Context: an optimization exercise on an open-source flow, tuned for small area, a short achievable clock period and few clock cycles per item. The choices shown serve that exercise and are no tape-out recipe. Function was checked by simulation only, so behaviour that the tests miss may differ from the original. Power and IR drop assume default switching activity. The clock port is modelled as an ideal driver; clocking choices that lean on that would not hold on a real chip.

==> job 9420: inputs <==
==> flow/design.v <==
module sta_chan_est #(
   parameter int unsigned N_SC        = 52,
   parameter int unsigned DW          = 32,
   parameter int unsigned ALPHA_SHIFT = 1
) (
   input  logic            ap_clk,
   input  logic            ap_rst,
   input  logic [2*DW-1:0] in_stream_TDATA,
   input  logic            in_stream_TVALID,
   output logic            in_stream_TREADY,
   input  logic            in_stream_TLAST,
   input  logic [1:0]      mode,
   input  logic            init,
   output logic [2*DW-1:0] estStream_TDATA,
   output logic            estStream_TVALID,
   input  logic            estStream_TREADY,
   output logic            estStream_TLAST,
   output logic [31:0]     sym_count,
   output logic            len_err
);
   localparam int unsigned KW = $clog2(N_SC + 1);    
   localparam int unsigned W  = 2 * DW;
   localparam int unsigned TW = DW + 3;              
   function automatic logic [31:0] f_inc32(input logic [31:0] v);
      logic [31:0] pp;
      int          j;
      pp = v;
      for (int l = 0; l < 5; l++) begin
         for (int i = 0; i < 32; i++) begin
            if (((i >> l) & 1) == 1) begin
               j     = ((i >> l) << l) - 1;
               pp[i] = pp[i] & pp[j];
            end
         end
      end
      f_inc32 = v ^ {pp[30:0], 1'b1};
   endfunction
   function automatic logic [KW-1:0] f_inc(input logic [KW-1:0] v);
      f_inc = (v == KW'(N_SC - 1)) ? '0 : v + 1'b1;
   endfunction
   logic [N_SC*W-1:0] r_ring;           
   logic [KW-1:0]     r_rot;            
   logic              r_fresh;          
   logic              r_in_rdy;
   logic              r_c_v, r_c_last;
   logic [KW-1:0]     r_k;
   logic              r_klt;            
   logic              r_mode0, r_byp;   
   logic [W-1:0]      r_p, r_c;
   logic              r_hv;
   logic              r_flush, r_sel;
   logic              r_e1, r_e1_last, r_e1_err, r_e1_sel, r_e1_wr;
   logic [2*TW-1:0]   r_cs_s, r_cs_c;
   logic              r_o_v, r_o_last;
   logic [W-1:0]      r_o;
   logic              r_q1_v, r_q1_last, r_q1_err, r_q2_v, r_q2_last, r_q2_err;
   logic [W-1:0]      r_q1, r_q2;
   logic              r_len_err;
   logic [31:0]       r_sym;
   logic          w_first, w_acc, w_emit, w_wr, w_otake, w_pop, w_direct, w_push;
   assign w_first  = !r_c_v || r_c_last;
   assign w_acc    = in_stream_TVALID && r_in_rdy;
   assign w_emit   = r_flush || (w_acc && r_c_v && !r_c_last);
   assign w_wr     = w_emit && r_klt;
   assign w_otake  = !r_o_v || estStream_TREADY;
   assign w_pop    = w_otake && r_q1_v;
   assign w_direct = w_otake && !r_q1_v && r_e1;
   assign w_push   = r_e1 && !w_direct;
   logic          n_c_v, n_c_last, n_fresh, n_k_lt, n_aligned, n_hv, n_mode0, n_byp;
   logic          n_q1_v, n_q2_v, n_space;
   logic [KW-1:0] n_k;
   logic          a0_fresh, a1_fresh, a0_aligned, a1_aligned, a0_klt, a1_klt;
   logic [KW-1:0] a0_k, a1_k, a0_rot, a1_rot;
   always_comb begin
      a0_k       = r_k;
      a0_klt     = r_klt;
      a0_rot     = (r_fresh && r_flush && r_klt) ? f_inc(r_k) : f_inc(r_rot);
      a0_fresh   = r_fresh && !(r_flush && r_klt);
      a0_aligned = !a0_klt || a0_fresh || (a0_rot == a0_k);
      a1_k       = w_first ? '0 : ((r_k == KW'(N_SC)) ? r_k : r_k + 1'b1);
      a1_klt     = (a1_k != KW'(N_SC));
      a1_rot     = (r_fresh && r_c_v && r_klt) ? f_inc(r_k) : f_inc(r_rot);
      a1_fresh   = r_fresh && !(r_c_v && r_klt);
      a1_aligned = !a1_klt || a1_fresh || (a1_rot == a1_k);
      n_c_v     = w_acc ? 1'b1 : (r_flush ? 1'b0 : r_c_v);
      n_c_last  = w_acc ? in_stream_TLAST : r_c_last;
      n_k       = w_acc ? a1_k : a0_k;
      n_k_lt    = w_acc ? a1_klt : a0_klt;
      n_fresh   = w_acc ? a1_fresh : a0_fresh;
      n_aligned = w_acc ? a1_aligned : a0_aligned;
      n_mode0   = (w_acc && w_first) ? ((mode == 2'd0) || (mode == 2'd3)) : r_mode0;
      n_byp     = (w_acc && w_first) ? (mode == 2'd2) : r_byp;
      n_hv      = !init && (r_hv || r_flush);
      n_q2_v    = (r_q2_v && !w_pop) || (r_q1_v && !w_pop && w_push) || (r_q2_v && w_push);
      n_q1_v    = n_q2_v || (r_q1_v && !w_pop) || w_push || (r_q2_v && w_pop);
      n_space   = !n_q2_v && !(n_q1_v && w_emit);
   end
   logic [W-1:0]    w_y, w_n, w_h;
   logic [2*TW-1:0] n_cs_s, n_cs_c;
   assign w_n = r_c_last ? r_c : in_stream_TDATA;
   assign w_h = r_ring[W-1:0];
   always_comb begin
      logic [TW-1:0] a, b, n, h, s1, c1, s2, c2, t;
      for (int c = 0; c < 2; c++) begin
         a  = r_byp ? '0 : TW'($signed(r_p[c*DW +: DW]));
         b  = TW'($signed(r_c[c*DW +: DW])) << (r_byp ? 2 : 1);
         h  = r_sel ? (TW'($signed(w_h[c*DW +: DW])) << 2) : '0;
         n  = r_byp ? '0 : TW'($signed(w_n[c*DW +: DW]));
         s1 = a ^ b ^ h;
         c1 = ((a & b) | (a & h) | (b & h)) << 1;
         s2 = s1 ^ c1 ^ n;
         c2 = ((s1 & c1) | (s1 & n) | (c1 & n)) << 1;
         n_cs_s[c*TW +: TW] = s2;
         n_cs_c[c*TW +: TW] = c2;
         t = r_cs_s[c*TW +: TW] + r_cs_c[c*TW +: TW];
         w_y[c*DW +: DW] = r_e1_sel ? t[DW+2:3] : t[DW+1:2];
      end
   end
   always_ff @(posedge ap_clk) begin
      r_ring <= {r_ring[W-1:0], (r_e1_wr ? w_y : r_ring[N_SC*W-1 -: W]),
                 r_ring[(N_SC-1)*W-1:W]};
      r_cs_s <= n_cs_s;
      r_cs_c <= n_cs_c;
      if (w_acc) begin
         r_p <= w_first ? in_stream_TDATA : r_c;
         r_c <= in_stream_TDATA;
      end
      if (w_pop) begin
         if (r_q2_v) begin
            r_q1      <= r_q2;
            r_q1_last <= r_q2_last;
            r_q1_err  <= r_q2_err;
         end else if (w_push) begin
            r_q1      <= w_y;
            r_q1_last <= r_e1_last;
            r_q1_err  <= r_e1_err;
         end
      end else if (w_push && !r_q1_v) begin
         r_q1      <= w_y;
         r_q1_last <= r_e1_last;
         r_q1_err  <= r_e1_err;
      end
      if (w_push && (w_pop ? r_q2_v : r_q1_v)) begin
         r_q2      <= w_y;
         r_q2_last <= r_e1_last;
         r_q2_err  <= r_e1_err;
      end
      if (ap_rst) begin
         r_rot     <= '0;
         r_fresh   <= 1'b1;
         r_in_rdy  <= 1'b1;
         r_c_v     <= 1'b0;
         r_c_last  <= 1'b0;
         r_k       <= '0;
         r_klt     <= 1'b1;
         r_mode0   <= 1'b1;
         r_byp     <= 1'b0;
         r_hv      <= 1'b0;
         r_flush   <= 1'b0;
         r_sel     <= 1'b0;
         r_e1      <= 1'b0;
         r_e1_last <= 1'b0;
         r_e1_err  <= 1'b0;
         r_e1_sel  <= 1'b0;
         r_e1_wr   <= 1'b0;
         r_q1_v    <= 1'b0;
         r_q2_v    <= 1'b0;
         r_o       <= '0;
         r_o_v     <= 1'b0;
         r_o_last  <= 1'b0;
         r_len_err <= 1'b0;
         r_sym     <= '0;
      end else begin
         r_rot     <= w_acc ? a1_rot : a0_rot;
         r_fresh   <= n_fresh;
         r_in_rdy  <= !n_c_v || (n_aligned && n_space);
         r_c_v     <= n_c_v;
         r_c_last  <= n_c_last;
         r_k       <= n_k;
         r_klt     <= n_k_lt;
         r_mode0   <= n_mode0;
         r_byp     <= n_byp;
         r_hv      <= n_hv;
         r_flush   <= n_c_v && n_c_last && n_aligned && n_space;
         r_sel     <= n_hv && n_k_lt && n_mode0;
         r_e1      <= w_emit;
         r_e1_last <= r_c_last;
         r_e1_err  <= r_c_last && (r_k != KW'(N_SC - 1));
         r_e1_sel  <= r_sel;
         r_e1_wr   <= w_wr;
         r_q1_v <= n_q1_v;
         r_q2_v <= n_q2_v;
         if (w_otake) begin
            if (r_q1_v) begin
               r_o      <= r_q1;
               r_o_v    <= 1'b1;
               r_o_last <= r_q1_last;
               if (r_q1_last) begin
                  r_sym <= f_inc32(r_sym);
                  if (r_q1_err) r_len_err <= 1'b1;
               end
            end else begin
               r_o      <= w_y;
               r_o_v    <= r_e1;
               r_o_last <= r_e1_last;
               if (r_e1 && r_e1_last) begin
                  r_sym <= f_inc32(r_sym);
                  if (r_e1_err) r_len_err <= 1'b1;
               end
            end
         end
      end
   end
   assign in_stream_TREADY = r_in_rdy;
   assign estStream_TDATA  = r_o;
   assign estStream_TVALID = r_o_v;
   assign estStream_TLAST  = r_o_last;
   assign sym_count        = r_sym;
   assign len_err          = r_len_err;
endmodule
==> flow/flow/run.sh <==
#!/bin/bash
set -euo pipefail
export SETUP_SLACK_MARGIN=7.4
bash standard.sh > standard_flow.log 2>&1
==> flow/standard.sh <==
#!/bin/bash
# synth_recipe.tcl (not shown) runs the flow's synth.tcl, then flattens the netlist and writes it again
# the make line also repeats each setting of config.mk as NAME=value (left out here)
make -C /OpenROAD-flow-scripts/flow DESIGN_CONFIG=/design/flow/config.mk WORK_HOME=/design/flow/orfs CLKGATE_MAP_FILE= SYNTH_SCRIPT=/design/flow/synth_recipe.tcl "${@:-finish}"
==> flow/config.mk <==
export PLATFORM = sky130hd
export DESIGN_NAME = sta_chan_est
export DESIGN_NICKNAME = sta_chan_est
export VERILOG_FILES = /design/flow/design.v
export SDC_FILE = /design/flow/constraint.sdc
export NUM_CORES = 4
export LEC_CHECK = 0
export CAP_MARGIN = 20
export CORE_MARGIN = 2
export CORE_UTILIZATION = 30
export CTS_CLUSTER_DIAMETER = 80
export CTS_CLUSTER_SIZE = 30
export PLACE_DENSITY = 0.5
export SLEW_MARGIN = 20
==> flow/constraint.sdc <==
create_clock -name core_clock -period 11.0 [get_ports {ap_clk}]
set_input_delay 2.2000 -clock core_clock [delete_from_list [all_inputs] [get_ports {ap_clk}]]
set_output_delay 2.2000 -clock core_clock [all_outputs]
set_load 0.01 [all_outputs]
==> job 953 (differences from job 9420) <==
==> flow/flow/run.sh (replaced) <==
#!/bin/bash
set -euo pipefail
export SETUP_SLACK_MARGIN=7.4
export CTS_ARGS="-sink_clustering_enable -repair_clock_nets -sink_clustering_size 30 -sink_clustering_max_diameter 80 -dont_use_dummy_load"
bash standard.sh > standard_flow.log 2>&1
--- a/flow/config.mk
+++ b/flow/config.mk
@@ -7,8 +7,8 @@
 export LEC_CHECK = 0
 export CAP_MARGIN = 20
 export CORE_MARGIN = 2
-export CORE_UTILIZATION = 30
+export CORE_UTILIZATION = 60
 export CTS_CLUSTER_DIAMETER = 80
 export CTS_CLUSTER_SIZE = 30
-export PLACE_DENSITY = 0.5
+export PLACE_DENSITY = 0.8
 export SLEW_MARGIN = 20
==> run notes <==
Against job 953, the clock power of job 9420 is higher by 16%. Between job 953 and job 9420, the lower combinational power is in job 953 (gap about 6%, measured against job 9420). Of job 9420 and job 953, job 953 has the higher via count (gap about 0.32%, measured against job 953). In sequential power, job 9420 and job 953 hardly differ. Between job 9420 and job 953, the lower total power is in job 953 (gap about 4.5%, measured against job 953). In area after synthesis, job 953 and job 9420 do not differ. Against job 9420, the first-iteration DRC count of job 953 is higher by about 20%. Of job 9420 and job 953, job 953 has the higher clock skew (gap 0.051 ns). Global-route usage: job 953 is higher than job 9420 (9.6 points). Between job 9420 and job 953, the lower count of clock-buffer cells in the layout is in job 953 (gap 43).
==> figures <==
metric                                                                     job 9420                  job 953
Worst hold endpoint                                                    r_ring[1441]             r_ring[1034]
Register-to-register setup slack                                            7.47 ns                  7.50 ns
Count of buffers added by post-CTS timing repair for setup                       43                       33
Met1 Wirelength                                                            77000 um                 74000 um
Worst voltage drop across the vdd grid                                       123 uV                   201 uV
Number of vias per cell after detailed routing                                 3.90                     4.93
Final weighted congestion in routability-driven placement                     0.799                    0.871
Proportion of layout cells with a drive suffix above 1                        10.2%                    8.55%
Number of global-route vias before repair                                     41925                    42200
Non-clock buffering overhead in the final layout                              2.21%                    1.81%
Number of multi-input combinational cells                                      2052                     2055
Wire length on met2                                                        72000 um                 70800 um
Diode count                                                                      12                        3
Overall Global Routing Usage                                                  10.1%                    19.6%
Die area                                                                322000 um^2              162000 um^2
Die extent in x                                                              568 um                   402 um
Combinational power share                                                     13.4%                    13.2%
Number of tap cells inserted                                                   4160                     2072
Sequential share of power                                                     59.3%                    62.3%
Status                                                      complete, no violations  complete, no violations
Met1 GRT Util                                                                 13.4%                    28.0%
Area of combinational cells with multiple inputs                         14900 um^2               14900 um^2
Testbench counts of job 9420, summed over its fixed seeds: cycles 16,664, items 16,640.
Testbench counts of job 953, summed over its fixed seeds: cycles 16,664, items 16,640.

-- re-timing with driven ports --
No port has a modelled driver above. Below, the same layouts with a new extraction and two added sets of constraints.
Step 1 assumes that a clkbuf_16 drives the clock port and a buf_2 every other input.
Step 2 adds t to the input delays and takes it off the output delays; t is the mean of the earliest and latest rising clock arrival at the registers after step 1. Input paths then give back, and output paths get back, about the clock's delay inside the block.
Three values: ideal ports, drivers, drivers and shift; two values: the first two.
| run | t (ns) | slack for setup (ns) | worst setup path after step 2 | worst register clock-pin slew, ns | worst slew at a driven data input, ns |
|---|---|---|---|---|---|
| job 9420 | 0.938 | 7.329 / 7.233 / 6.478 | input to register | 0.11 / 0.11 | 0.19 |
| job 953 | 0.845 | 7.414 / 7.336 / 6.521 | input to register | 0.11 / 0.11 | 0.15 |
After both steps every run listed still meets setup and hold. For job 953, which loses most, drivers alone change the setup slack by -0.078 ns; drivers and shift together by -0.893 ns.
